Source: an optimization exercise on an open RTL-to-GDS flow (aim: small area, a short achievable clock period and few clock cycles per item). Production flows keep margins and buffers that such runs may drop. At most, simulation tests tie the RTL to the original design; equivalence was not proved.

Setup of run 1:
Design knight_blocked_lattice_path_count, start of the top module:
module knight_blocked_lattice_path_count (
	input  logic               clk,
	input  logic               arst_n,
	input  logic               in_valid,
	output logic               in_stall,
	input  logic [COORD_W-1:0] target_x,
	input  logic [COORD_W-1:0] target_y,
	input  logic [COORD_W-1:0] knight_x,
	input  logic [COORD_W-1:0] knight_y,
	output logic               out_valid,
	input  logic               out_stall,
	output logic [COUNT_W-1:0] path_count
);
Size in the first run: ~9100 cells after synthesis, roughly 3100 flip-flops, ~120000 µm² of cells after synthesis.
clock: 6.0 ns
lec_check: 0
cap_margin: 20
core_margin: 2
core_utilization: 50
cts_cluster_diameter: 110
cts_cluster_size: 24
place_density: 0.7
setup_slack_margin: 3.6
slew_margin: 20
run.sh (not shown) runs the stock make flow with config.mk's settings and CLKGATE_MAP_FILE= SYNTH_SCRIPT=/design/flow/synth_recipe.tcl, a recipe that flattens the netlist after the stock synthesis.
Testbench counts of run 1, summed over its fixed seeds: cycles 17,016, items 1,600.
Here is what was changed in the inputs of run 2 compared with run 1.
- SETUP_SLACK_MARGIN now 3.0, was 3.6
Findings:
Run 1 finished every stage and its layout cleared the timing, design-rule and antenna checks. Run 2 completed; timing, DRC and antenna clean. Against run 1 as the reference, run 2 delivers a lower total wire length. In the tables for run 2 and run 1, worst path arrival time reads higher with run 2. Run 2 vs. run 1: adder and majority cell fraction of the synthesized area flat, global-route usage has decreased, relative area change from synthesis to final layout has decreased, final cell count went down. Start point of the critical path: u_ctrl.stall_q -> run 1, u_ctrl.out_q[32] -> run 2. Summary: with run 1 as the reference, count of clock-buffer cells in the layout in run 2 moved down slightly. Looking at final critical delay including setup and external delays across both flows, run 2 is the weaker of the two, with run 1 ahead. On fraction of area in clock buffers and inverters, run 2 and run 1 are neck and neck.
#### Input delta (run 3 over run 2)
- changing CTS_CLUSTER_DIAMETER from 110 to 90
- changing CTS_CLUSTER_SIZE from 24 to 20
- changing SETUP_SLACK_MARGIN from 3.0 to 3.5
[summary]
- Cell area ends up higher on run 3.
- The worst slack at placement in run 3 was higher than what run 2 gave.
- Taking run 2 as 1.0, run 3 lands at 1.14 on sum of met3 wire segment lengths after detailed routing.
[inputs] run 4 vs run 3
- changing CTS_CLUSTER_DIAMETER from 90 to 110
- changing PLACE_DENSITY from 0.7 to 0.6
- changing CORE_UTILIZATION from 50 to 40
- changing CTS_CLUSTER_SIZE from 20 to 24
- changing SETUP_SLACK_MARGIN from 3.5 to 3.4
Run 4 vs run 3: worst slew margin relative to its limit up in run 4. | number of sequential cells | run 3 vs run 4 | ≈ equal |. Taking run 3 as the reference point, the initial core utilization of run 4 falls by 10 points. From run 3 to run 4 the numbers moved as follows: fraction of layout instances using a drive strength above 1 has decreased, global routing met1 resource utilization has decreased.
diff inputs: run 4 => run 5
- changing CORE_UTILIZATION from 40 to 50
- changing SETUP_SLACK_MARGIN from 3.4 to 3.2
- changing PLACE_DENSITY from 0.6 to 0.7
==> run summary <==
Path type of the worst min-delay path: register to register -> run 5, primary input to asynchronous set/reset pin -> run 4. A category of the most critical setup path of primary input to register is what run 5 shows, while register to primary output belongs to run 4. Taking run 4 over run 5, the CTS buffer count ratio works out to 1.06. Between run 5 and run 4, detailed placement HPWL is higher for run 4, run 5 comes in under that. Final period demand of the worst path: run 5 > run 4. The routed wire length in run 5 was lower than what run 4 gave.

* * *

cedar:
knight_blocked_lattice_path_count, a different RTL version from the one above (not shown whole).
For scale: roughly 2,600 flip-flops, ~85 I/O pins, about 0.12 mm^2 of cells after synthesis.
make LEC_CHECK=0 CAP_MARGIN=20 CORE_MARGIN=2 CORE_UTILIZATION=40 PLACE_DENSITY=0.6 SETUP_SLACK_MARGIN=3.3 SLEW_MARGIN=20 finish   # period 6.0 ns
Having completed the whole flow, cedar delivered a layout that passed the timing, design-rule and antenna checks.
diff inputs: cedar => xenon
--- a/flow/config.mk
+++ b/flow/config.mk
@@ -10,0 +11,2 @@
+export CTS_CLUSTER_DIAMETER = 120
+export CTS_CLUSTER_SIZE = 30
@@ -12 +14 @@
-export SETUP_SLACK_MARGIN = 3.3
+export SETUP_SLACK_MARGIN = 3.55
--- outcome ---
On xenon: largest buffer count on any clock path is 1 lower than what cedar gave.
Looking at count of clock-buffer cells in the layout across xenon and cedar, the one that comes out higher is cedar.
Per the final summary, xenon finished and its layout is clean on timing, DRC and antenna.
Diff cedar -> xenon: ratio of final minimum period to clock period decreased by 0.64 points relative to the old numbers; final standard cell area without fillers decreased by 3.4% relative to the old numbers; sequential portion of the cell area increased by 1.7 points relative to the old numbers.
Function was not checked in any run of this note: the RTL went through the layout flow alone.

* * *

## lane 1
knight_blocked_lattice_path_count, a different RTL version from the one above (not shown whole).
For scale: about 12000 cells after synthesis, ~2500 flip-flops.
Settings: LEC_CHECK=0, CAP_MARGIN=20, CORE_MARGIN=2, CORE_UTILIZATION=40, PLACE_DENSITY=0.6, SETUP_SLACK_MARGIN=3.0, SLEW_MARGIN=20; clock period 6.0 ns.
Modified inputs, lane 2 compared to lane 1
Settings: SETUP_SLACK_MARGIN now 3.6, was 3.0.
[summary]
Lane 2: done, clean on timing, DRC and antenna
Per the comparison of lane 2 with lane 1, wire length on met1 increased by 1.5% relative to the old numbers.
No functional check of the RTL was part of any run of this note.

* * *

Another version of the RTL of knight_blocked_lattice_path_count (not shown whole).
For scale: ~2600 flip-flops, roughly 85 I/O pins, ~0.12 mm^2 of cells after synthesis.
==> flow/config.mk <==
export PLATFORM = sky130hd
export DESIGN_NAME = knight_blocked_lattice_path_count
export DESIGN_NICKNAME = knight_blocked_lattice_path_count
export VERILOG_FILES = /design/flow/design.v
export SDC_FILE = /design/flow/constraint.sdc
export NUM_CORES = 4
export LEC_CHECK = 0
export CAP_MARGIN = 20
export CORE_MARGIN = 2
export CORE_UTILIZATION = 40
export CTS_CLUSTER_DIAMETER = 60
export CTS_CLUSTER_SIZE = 30
export PLACE_DENSITY = 0.6
export SETUP_SLACK_MARGIN = 3.6
export SLEW_MARGIN = 20
==> flow/constraint.sdc <==
create_clock -name core_clock -period 6.0 [get_ports {clk}]
set_input_delay 1.2000 -clock core_clock [delete_from_list [all_inputs] [get_ports {clk}]]
set_output_delay 1.2000 -clock core_clock [all_outputs]
set_load 0.01 [all_outputs]
==> next run, changes <==
--- a/flow/config.mk
+++ b/flow/config.mk
@@ -9,7 +9,5 @@
 export CORE_MARGIN = 2
-export CORE_UTILIZATION = 40
-export CTS_CLUSTER_DIAMETER = 60
-export CTS_CLUSTER_SIZE = 30
-export PLACE_DENSITY = 0.6
-export SETUP_SLACK_MARGIN = 3.6
+export CORE_UTILIZATION = 60
+export PLACE_DENSITY = 0.75
+export SETUP_SLACK_MARGIN = 3.8
 export SLEW_MARGIN = 20
Outcome:
- wire length climbs by 8.6%
- synthesized cell count does not change
- worst hold slack barely changes
- die area shrinks by 33%
- via count goes up by 5.3%
==> next run, changes <==
--- a/flow/config.mk
+++ b/flow/config.mk
@@ -9,5 +9,5 @@
 export CORE_MARGIN = 2
-export CORE_UTILIZATION = 60
-export PLACE_DENSITY = 0.75
-export SETUP_SLACK_MARGIN = 3.8
+export CORE_UTILIZATION = 40
+export PLACE_DENSITY = 0.6
+export SETUP_SLACK_MARGIN = 3.6
 export SLEW_MARGIN = 20
=>
- count of clock-buffer cells in the layout increases by 3
- area after synthesis does not change
- setup slack gets better by 0.061 ns
- synthesized cell count is unchanged
- critical path depth stays the same
- sequential share of layout area climbs by 1.2 points
- register-to-register slack hardly moves
No functional check of the RTL was part of any run of this note.

* * *

job 1528:
Another version of the RTL of knight_blocked_lattice_path_count (not shown whole).
Size: ~3100 flip-flops, about 85 I/O pins, ~120000 um^2 of cells after synthesis.
==> flow/design.v (excerpt) <==
module knight_blocked_lattice_path_count (
	input  logic               clk,
	input  logic               arst_n,
	input  logic               in_valid,
	output logic               in_stall,
	input  logic [COORD_W-1:0] target_x,
	input  logic [COORD_W-1:0] target_y,
	input  logic [COORD_W-1:0] knight_x,
	input  logic [COORD_W-1:0] knight_y,
	output logic               out_valid,
	input  logic               out_stall,
	output logic [COUNT_W-1:0] path_count
);
export LEC_CHECK = 0
export ABC_AREA = 1
export CAP_MARGIN = 20
export CORE_MARGIN = 2
export CORE_UTILIZATION = 40
export CTS_CLUSTER_DIAMETER = 110
export CTS_CLUSTER_SIZE = 24
export PLACE_DENSITY = 0.6
export SETUP_SLACK_MARGIN = 3.4
export SLEW_MARGIN = 20
create_clock -name core_clock -period 6.0 [get_ports {clk}]
Job 1528: full flow OK, the timing, design-rule and antenna checks passed
The inputs of job 7165 differ from those of job 1528 as listed below.
Settings: ABC_AREA no longer set, was 1.
==> run summary <==
Compared with job 1528, in job 7165 count of non-filler cells in the finished layout went down by 16%; setup slack went down by 6.4 ps.
Note that the via density per instance recorded for job 7165 amounts to 1.07 times the value seen in job 1528.
Looking at most frequent standard cell in the layout excluding fill and tap cells, the sky130_fd_sc_hd__inv_1 result is from job 1528; the sky130_fd_sc_hd__dfxtp_1 one comes from job 7165.
Chip height, job 1528 and job 7165: higher on job 1528
--- input diff job 7165..job 2979 ---
Settings: SETUP_SLACK_MARGIN: 3.4 -> 3.5.
--- outcome ---
- Job 7165 → job 2979: met2 layer wire length in the routed design has increased; flip-flop and latch count has remained practically unchanged; final area has increased.
- The run showing the greater met2 routing resource usage after global routing is job 2979.
- Job 2979 completed; timing, DRC and antenna clean
- Diff job 7165..job 2979 | vertical die dimension | unchanged
- The shortest period the worst path allows was comparable across job 7165 and job 2979.
- On cell count, job 2979 tracks job 7165 almost exactly.
- Job 2979 -> job 7165: share of the clock period used by the worst path after layout flat
- Looking at job 7165 and job 2979, the total cell area at the placement stage is a wash.
No run of this note included a check of the RTL's function; only the layout flow was run.

* * *

Another version of the RTL of knight_blocked_lattice_path_count (not shown whole).
For scale: ~2900 flip-flops, roughly 85 I/O pins, roughly 0.11 mm^2 of cells after synthesis.
clock: 6.0 ns
lec_check: 0
cap_margin: 20
core_margin: 2
core_utilization: 40
cts_cluster_diameter: 110
cts_cluster_size: 24
place_density: 0.6
setup_slack_margin: 3.3
slew_margin: 20
The first run finished clean.
Edit:
- SETUP_SLACK_MARGIN: 3.3 -> 3.5
Worst setup slack gains 160 ps.
Wire length grows by 4.2%.
Cell area grows by 3.5%.
Global-route usage grows by 0.50 points.
Count of clock-buffer cells in the layout grows by 3.
Die area is unchanged.
No run of this note included a check of the RTL's function; only the layout flow was run.

* * *

the baseline:
knight_blocked_lattice_path_count, a different RTL version from the one above (not shown whole).
Size: roughly 9300 cells after synthesis, ~120000 µm² of cells after synthesis.
export LEC_CHECK = 0
export CAP_MARGIN = 20
export CORE_MARGIN = 2
export CORE_UTILIZATION = 40
export CTS_CLUSTER_DIAMETER = 110
export CTS_CLUSTER_SIZE = 24
export PLACE_DENSITY = 0.6
export SETUP_SLACK_MARGIN = 3.5
export SLEW_MARGIN = 20
create_clock -name core_clock -period 6.0 [get_ports {clk}]
[inputs] the candidate vs the baseline
- CORE_UTILIZATION now 50, was 40
- PLACE_DENSITY now 0.7, was 0.6
The run with more routed wire is the baseline, not the candidate.
Per the comparison of the candidate with the baseline, met3 demand-to-capacity share in global routing increased by 0.35 points relative to the old numbers, highest achievable clock rate roughly the same.
No functional check of the RTL was part of any run of this note.

* * *

knight_blocked_lattice_path_count, a different RTL version from the one above (not shown whole).
Size: roughly 9200 cells after synthesis, ~3100 flip-flops, about 85 I/O pins.
Design knight_blocked_lattice_path_count, start of the top module:
module knight_blocked_lattice_path_count (
	input  logic               clk,
	input  logic               arst_n,
	input  logic               in_valid,
	output logic               in_stall,
	input  logic [COORD_W-1:0] target_x,
	input  logic [COORD_W-1:0] target_y,
	input  logic [COORD_W-1:0] knight_x,
	input  logic [COORD_W-1:0] knight_y,
	output logic               out_valid,
	input  logic               out_stall,
	output logic [COUNT_W-1:0] path_count
);
make LEC_CHECK=0 CAP_MARGIN=20 CORE_MARGIN=2 CORE_UTILIZATION=50 CTS_CLUSTER_DIAMETER=110 CTS_CLUSTER_SIZE=24 PLACE_DENSITY=0.7 SETUP_SLACK_MARGIN=3.5 SLEW_MARGIN=20 finish   # period 6.0 ns
The baseline finished clean.
Then changed:
--- a/flow/config.mk
+++ b/flow/config.mk
@@ -10 +10 @@
-export CORE_UTILIZATION = 50
+export CORE_UTILIZATION = 40
@@ -13 +13 @@
-export PLACE_DENSITY = 0.7
+export PLACE_DENSITY = 0.6
=>
- area after synthesis stays the same
- routed wire length goes up slightly
- die area rises by a quarter to a third
No run of this note included a check of the RTL's function; only the layout flow was run.

-- separate check: timing with driven ports --
In the flow no input, the clock included, has a driving cell. The finished layouts below were timed again as built, in two steps. Step 1, drivers: a clkbuf_16 drives clk and a buf_2 each remaining input, both assumed. Step 2 moves the port delays by t, midway between the first and last clock arrival at a register: inputs arrive t later, outputs are due t later. That takes back most of the time a late clock gives input paths. a / b / c = ideal / step 1 / step 2; a / b = the first two.
| run | t, ns | slack for setup (ns) | cell pins on the clock port's net |
|---|---|---|---|
| run 1 | 0.892 | 3.402 / 3.317 / 2.758 | 1 |
| run 2 | 0.893 | 3.073 / 2.990 / 2.312 | 1 |
| run 3 | 0.895 | 3.430 / 3.347 / 2.644 | 1 |
| run 4 | 0.919 | 3.398 / 3.307 / 2.590 | 1 |
| run 5 | 0.897 | 3.146 / 3.195 / 2.312 | 1 |
| cedar | 0.922 | 3.371 / 3.273 / 2.530 | 1 |
| xenon | 0.871 | 3.409 / 3.311 / 3.037 | 1 |
| lane 1 | 0.908 | 3.047 / 3.009 / 2.761 | 1 |
| lane 2 | 0.901 | 3.274 / 3.274 / 2.914 | 1 |
| the first run of note 4 | 0.938 | 3.273 / 3.184 / 2.935 | 1 |
| the second run of note 4 | 0.976 | 3.256 / 3.170 / 2.927 | 1 |
| the third run of note 4 | 0.936 | 3.318 / 3.232 / 2.944 | 1 |
| job 1528 | 0.906 | 3.404 / 3.317 / 2.698 | 1 |
| job 7165 | 0.919 | 3.398 / 3.307 / 2.590 | 1 |
| job 2979 | 0.913 | 3.399 / 3.312 / 2.625 | 1 |
| the first run of note 6 | 0.893 | 3.276 / 3.287 / 2.449 | 1 |
| the second run of note 6 | 0.897 | 3.437 / 3.353 / 2.682 | 1 |
| the baseline | 0.919 | 3.401 / 3.308 / 2.672 | 1 |
| the candidate | 0.889 | 3.396 / 3.314 / 2.712 | 1 |
| the first run of note 8 | 0.887 | 3.455 / 3.368 / 2.663 | 1 |
| the second run of note 8 | 0.918 | 3.415 / 3.324 / 2.632 | 1 |
After both steps every run listed still meets setup and hold. For cedar, which loses most, drivers alone change the setup slack by -0.098 ns; drivers and shift together by -0.841 ns.
